What follows belongs to an exercise in optimizing a design on an open flow for small area, a short achievable clock period and few clock cycles; a production flow would make more cautious choices. At most, simulation tests tie the RTL to the original design; equivalence was not proved.

Setup of tundra:
==> flow/design.v (excerpt) <==
module sa_tile (
    input  logic          clk,
    input  logic          rst_n,
    input  logic          start,
    input  logic [15:0]   k_len,
    input  logic          in_valid,
    output logic          in_ready,
    input  logic [31:0]   a_in,
    input  logic [31:0]   b_in,
    output logic          out_valid,
    input  logic          out_ready,
    output logic [1:0]    out_row,
    output logic [127:0]  out_data,
    output logic          busy,
    output logic          done
);
    logic        feed, wait1, wait2, wait3, drain;
    logic [15:0] rem;           
    logic        rem_is1;       
    logic        v0;            
    logic [3:0]  row_oh;
    logic [3:0]  sel [4];       
    logic [15:0] rem_m1;
    logic        fire, job_go, last_take;
    assign fire      = feed & in_valid;
    assign job_go    = ~busy & start & (k_len != 16'd0);
    assign last_take = drain & out_ready & row_oh[3];
    always_ff @(posedge clk or negedge rst_n) begin
        if (!rst_n) begin
            feed    <= 1'b0;
            wait1   <= 1'b0;
            wait2   <= 1'b0;
            wait3   <= 1'b0;
            drain   <= 1'b0;
            busy    <= 1'b0;
            done    <= 1'b0;
            rem     <= 16'd0;
            rem_is1 <= 1'b0;
            v0      <= 1'b0;
            row_oh  <= 4'b0001;
            out_row <= 2'd0;
        end else begin
            done   <= last_take;
            v0     <= fire;
            wait1  <= fire & rem_is1;
            wait2  <= wait1;
            wait3  <= wait2;
            if (job_go) begin
                feed    <= 1'b1;
                busy    <= 1'b1;
  ...
Size in the first run: about 690 flip-flops, ~220 I/O pins, roughly 59000 µm² of cells after synthesis.
clock: 9.0 ns
lec_check: 0
cap_margin: 20
core_margin: 2
core_utilization: 60
place_density: 0.68
setup_slack_margin: 4.7
slew_margin: 20
run.sh (not shown) runs the stock make flow with config.mk's settings and CLKGATE_MAP_FILE= SYNTH_SCRIPT=/design/flow/synth_recipe.tcl, a recipe that flattens the netlist after the stock synthesis.
In summary, tundra completed successfully, with a layout that passed the timing, design-rule and antenna checks.
Testbench counts of tundra, summed over its fixed seeds: cycles 17,871.
#### Input delta (amber over tundra)
==> flow/flow/run.sh (new file) <==
#!/bin/bash
# Standard layout, with plain buffers (buf_2) as the port buffers instead of
# the resizer's default pick. make's full output goes to flow_make.log.
set -euo pipefail
bash standard.sh "BUFFER_PORTS_ARGS=-buffer_cell sky130_fd_sc_hd__buf_2" finish > flow_make.log 2>&1
==> flow/standard.sh (new file) <==
#!/bin/bash
# synth_recipe.tcl (not shown) runs the flow's synth.tcl, then flattens the netlist and writes it again
# the make line also repeats each setting of config.mk as NAME=value (left out here)
make -C /OpenROAD-flow-scripts/flow DESIGN_CONFIG=/design/flow/config.mk WORK_HOME=/design/flow/orfs CLKGATE_MAP_FILE= SYNTH_SCRIPT=/design/flow/synth_recipe.tcl "${@:-finish}"
-- flow/config.mk --
<<< tundra, line 10
export CORE_UTILIZATION = 60
export PLACE_DENSITY = 0.68
export SETUP_SLACK_MARGIN = 4.7
export SLEW_MARGIN = 20
>>> amber, line 10
export CORE_UTILIZATION = 60
export PLACE_DENSITY = 0.68
export SETUP_SLACK_MARGIN = 5
export SLEW_MARGIN = 20
removed: flow/run.sh
--- outcome ---
amber did not stop at any stage, and its layout met the timing, design-rule and antenna checks. Delta (amber minus tundra): worst reg-to-reg path cell count fell 1. Minimum setup slack among reg-to-reg paths, amber and tundra, lower one = tundra. The first-pass GRT wire length in amber sits 6.6% above the value recorded for tundra. amber reports a higher number of logic stages on the critical path including buffering than tundra does. Data arrival at the endpoint of the critical path ends up higher on amber. Going from tundra to amber, final standard cell count with taps included and fillers excluded went up by about 2%, final cell area excluding filler cells went up by about 2.6%, number of antenna violations at the first check in global routing went up by 14.

---

## JK
Another version of the RTL of sa_tile (not shown whole).
For scale: roughly 6800 cells after synthesis, ~650 flip-flops, about 220 I/O pins.
clock: 9.0 ns
lec_check: 0
cap_margin: 10
core_margin: 2
core_utilization: 60
cts_cluster_diameter: 80
cts_cluster_size: 24
place_density: 0.68
setup_slack_margin: 4.7
slew_margin: 10
standard.sh (not shown) runs the stock make flow with config.mk's settings and CLKGATE_MAP_FILE= SYNTH_SCRIPT=/design/flow/synth_recipe.tcl, a recipe that flattens the netlist after the stock synthesis.
==> flow/flow/run.sh <==
#!/bin/bash
# Standard layout, with plain buffers (buf_2) as the port buffers instead of
# the resizer's default pick. make's full output goes to flow_make.log.
set -euo pipefail
bash standard.sh "BUFFER_PORTS_ARGS=-buffer_cell sky130_fd_sc_hd__buf_2" finish > flow_make.log 2>&1
Testbench counts of JK, summed over its fixed seeds: cycles 17,359.
## Diff of input files: MS against JK
# JK
export LEC_CHECK = 0
export CAP_MARGIN = 10
export CORE_MARGIN = 2
export CORE_UTILIZATION = 60
export CTS_CLUSTER_DIAMETER = 80
export CTS_CLUSTER_SIZE = 24
export PLACE_DENSITY = 0.68
export SETUP_SLACK_MARGIN = 4.7
export SLEW_MARGIN = 10
create_clock -name core_clock -period 9.0 [get_ports {clk}]
# MS
export LEC_CHECK = 0
export CAP_MARGIN = 20
export CORE_MARGIN = 2
export CORE_UTILIZATION = 60
export CTS_CLUSTER_DIAMETER = 80
export CTS_CLUSTER_SIZE = 24
export PLACE_DENSITY = 0.68
export SETUP_SLACK_MARGIN = 4.6
export SLEW_MARGIN = 20
create_clock -name core_clock -period 9.0 [get_ports {clk}]
## What came out
Final design instance area without fill (lower): MS. Compared with JK, MS shows a clock skew that is 0.0056 ns lower. Compared with JK, in MS number of remaining DRC errors neither gained nor lost much, data required time of the critical path shows a reduction of 2.40 ns, highest clock rate went down about 2.3%, final net count went down by about 0.36%. Post-route clock period utilization, MS and JK: higher on MS. On per-cell routed wire length, MS and JK are neck and neck. Against JK, MS comes in 1.7 points lower on fraction of final layout cells with drive strength greater than 1. On detailed-route vias per instance, the higher figure sits with MS, not JK.
Modified inputs, AL compared to MS
# MS
export LEC_CHECK = 0
export CAP_MARGIN = 20
export CORE_MARGIN = 2
export CORE_UTILIZATION = 60
export CTS_CLUSTER_DIAMETER = 80
export CTS_CLUSTER_SIZE = 24
export PLACE_DENSITY = 0.68
export SETUP_SLACK_MARGIN = 4.6
export SLEW_MARGIN = 20
create_clock -name core_clock -period 9.0 [get_ports {clk}]
# AL
export LEC_CHECK = 0
export CAP_MARGIN = 20
export CORE_MARGIN = 2
export CORE_UTILIZATION = 60
export CTS_CLUSTER_DIAMETER = 80
export CTS_CLUSTER_SIZE = 24
export PLACE_DENSITY = 0.68
export SETUP_SLACK_MARGIN = 4.7
export SLEW_MARGIN = 20
create_clock -name core_clock -period 9.0 [get_ports {clk}]
[summary]
- The final layout from AL, which completed every stage, passed the timing, design-rule and antenna checks at the end of the flow.
- AL vs MS — critical path depth rose 11.
- Changes observed in AL relative to MS: worst setup timing slack at the placement stage decreased 0.033 ns, via count of the first global-routing pass decreased about 0.43%, total length of routed wires increased 820 um, final-stage net count increased 0.36%, synthesized cell count essentially unchanged.
- Summary — sequential share of layout area, AL relative to MS: lower, by 0.22 points.

---

sa_tile, a different RTL version from the one above (not shown whole).
For scale: about 6900 cells after synthesis, ~220 I/O pins.
export LEC_CHECK = 0
export CAP_MARGIN = 20
export CORE_MARGIN = 2
export CORE_UTILIZATION = 60
export CTS_CLUSTER_DIAMETER = 80
export CTS_CLUSTER_SIZE = 24
export PLACE_DENSITY = 0.75
export SETUP_SLACK_MARGIN = 4.7
export SLEW_MARGIN = 20
create_clock -name core_clock -period 9.0 [get_ports {clk}]
Scripts as last shown in full above: flow/flow/run.sh
Testbench counts at the start, summed over its fixed seeds: cycles 17,359.
==> next run, changes <==
==> flow/run.sh (new file) <==
#!/bin/bash
# synth_recipe.tcl (not shown) runs the flow's synth.tcl, then flattens the netlist and writes it again
# the make line also repeats each setting of config.mk as NAME=value (left out here)
make -C /OpenROAD-flow-scripts/flow DESIGN_CONFIG=/design/flow/config.mk WORK_HOME=/design/flow/orfs CLKGATE_MAP_FILE= SYNTH_SCRIPT=/design/flow/synth_recipe.tcl finish
--- a/flow/config.mk
+++ b/flow/config.mk
@@ -8,8 +8,4 @@
 export CAP_MARGIN = 20
 export CORE_MARGIN = 2
-export CORE_UTILIZATION = 60
-export CTS_CLUSTER_DIAMETER = 80
-export CTS_CLUSTER_SIZE = 24
-export PLACE_DENSITY = 0.75
-export SETUP_SLACK_MARGIN = 4.7
+export CORE_UTILIZATION = 40
 export SLEW_MARGIN = 20
removed: flow/flow/run.sh
removed: flow/standard.sh
The new run finished with timing, DRC and antenna clean.
Routed wire length goes down by 2.9%.
Count of clock-buffer cells in the layout goes up by 64.
First-iteration DRC count goes down by 23%.
Fmax goes down by 11%.
Via count goes down by 4.6%.
==> next run, changes <==
--- a/flow/config.mk
+++ b/flow/config.mk
@@ -8,4 +8,6 @@
 export CAP_MARGIN = 20
 export CORE_MARGIN = 2
-export CORE_UTILIZATION = 40
+export CORE_UTILIZATION = 60
+export PLACE_DENSITY = 0.68
+export SETUP_SLACK_MARGIN = 4.7
 export SLEW_MARGIN = 20
After rerunning: The new run finished clean; design area rises by about 1.6%; first-iteration DRC count is higher by about 12%; non-clock buffer count went up by 28.

---

Another version of the RTL of sa_tile (not shown whole).
Size in the first run: about 6700 cells after synthesis, roughly 660 flip-flops, about 220 I/O pins, ~59000 sq um of cells after synthesis.
clock: 9.0 ns
lec_check: 0
abc_clock_period_in_ps: 3500
cap_margin: 20
core_margin: 2
core_utilization: 40
slew_margin: 20
run.sh (not shown) runs the stock make flow with config.mk's settings and CLKGATE_MAP_FILE= SYNTH_SCRIPT=/design/flow/synth_recipe.tcl, a recipe that flattens the netlist after the stock synthesis.
Stock flow here: none of the scripts above is used.
==> next run, changes <==
Settings changed: ABC_CLOCK_PERIOD_IN_PS 3500 to not set.
What happened: The new run produced a clean layout. Setup slack is unchanged. Cell count is unchanged. Routed wire length stays the same. Synthesized cell count is unchanged.
No run of this note included a check of the RTL's function; only the layout flow was run.

[static timing again, ports no longer ideal]
The results above use ideal ports. As a check the final layouts listed here were re-extracted and re-timed, cells and wires unchanged.
Step 1 (the two cells are an assumption about what drives the block):
set clk [get_ports {clk}]
set_driving_cell -lib_cell sky130_fd_sc_hd__clkbuf_16 $clk
set_driving_cell -lib_cell sky130_fd_sc_hd__buf_2 [delete_from_list [all_inputs] $clk]
Step 2 moves the port delays by t, midway between the first and last clock arrival at a register: inputs arrive t later, outputs are due t later. That takes back most of the time a late clock gives input paths.
Slacks: ideal ports / drivers / drivers and shift; pairs: ideal ports / drivers.
| run | t, ns | setup WS [ns] | hold slack, ns | slew at the worst register clock pin (ns) |
|---|---|---|---|---|
| tundra | 0.746 | 4.698 / 4.621 / 4.370 | 0.356 / 0.356 / 0.356 | 0.06 / 0.06 |
| amber | 0.742 | 4.808 / 4.808 / 4.609 | 0.350 / 0.350 / 0.350 | 0.07 / 0.07 |
| JK | 0.763 | 4.699 / 4.684 / 4.699 | 0.359 / 0.359 / 0.359 | 0.11 / 0.11 |
| MS | 0.768 | 4.597 / 4.519 / 4.658 | 0.360 / 0.360 / 0.360 | 0.10 / 0.10 |
| AL | 0.763 | 4.699 / 4.684 / 4.699 | 0.359 / 0.359 / 0.359 | 0.11 / 0.11 |
| the first run of note 3 | 0.718 | 4.725 / 4.651 / 4.606 | 0.361 / 0.361 / 0.361 | 0.10 / 0.10 |
| the second run of note 3 | 0.787 | 4.217 / 4.217 / 4.217 | 0.347 / 0.347 / 0.347 | 0.07 / 0.07 |
| the third run of note 3 | 0.754 | 4.708 / 4.636 / 4.479 | 0.354 / 0.354 / 0.354 | 0.07 / 0.07 |
| the first run of note 4 | 0.778 | 3.773 / 3.773 / 3.773 | 0.348 / 0.348 / 0.348 | 0.07 / 0.07 |
| the second run of note 4 | 0.778 | 3.773 / 3.773 / 3.773 | 0.348 / 0.348 / 0.348 | 0.07 / 0.07 |
After both steps every run listed still meets setup and hold. The setup slack of tundra, which loses most, moves by -0.077 ns with the drivers and by -0.328 ns with both steps.
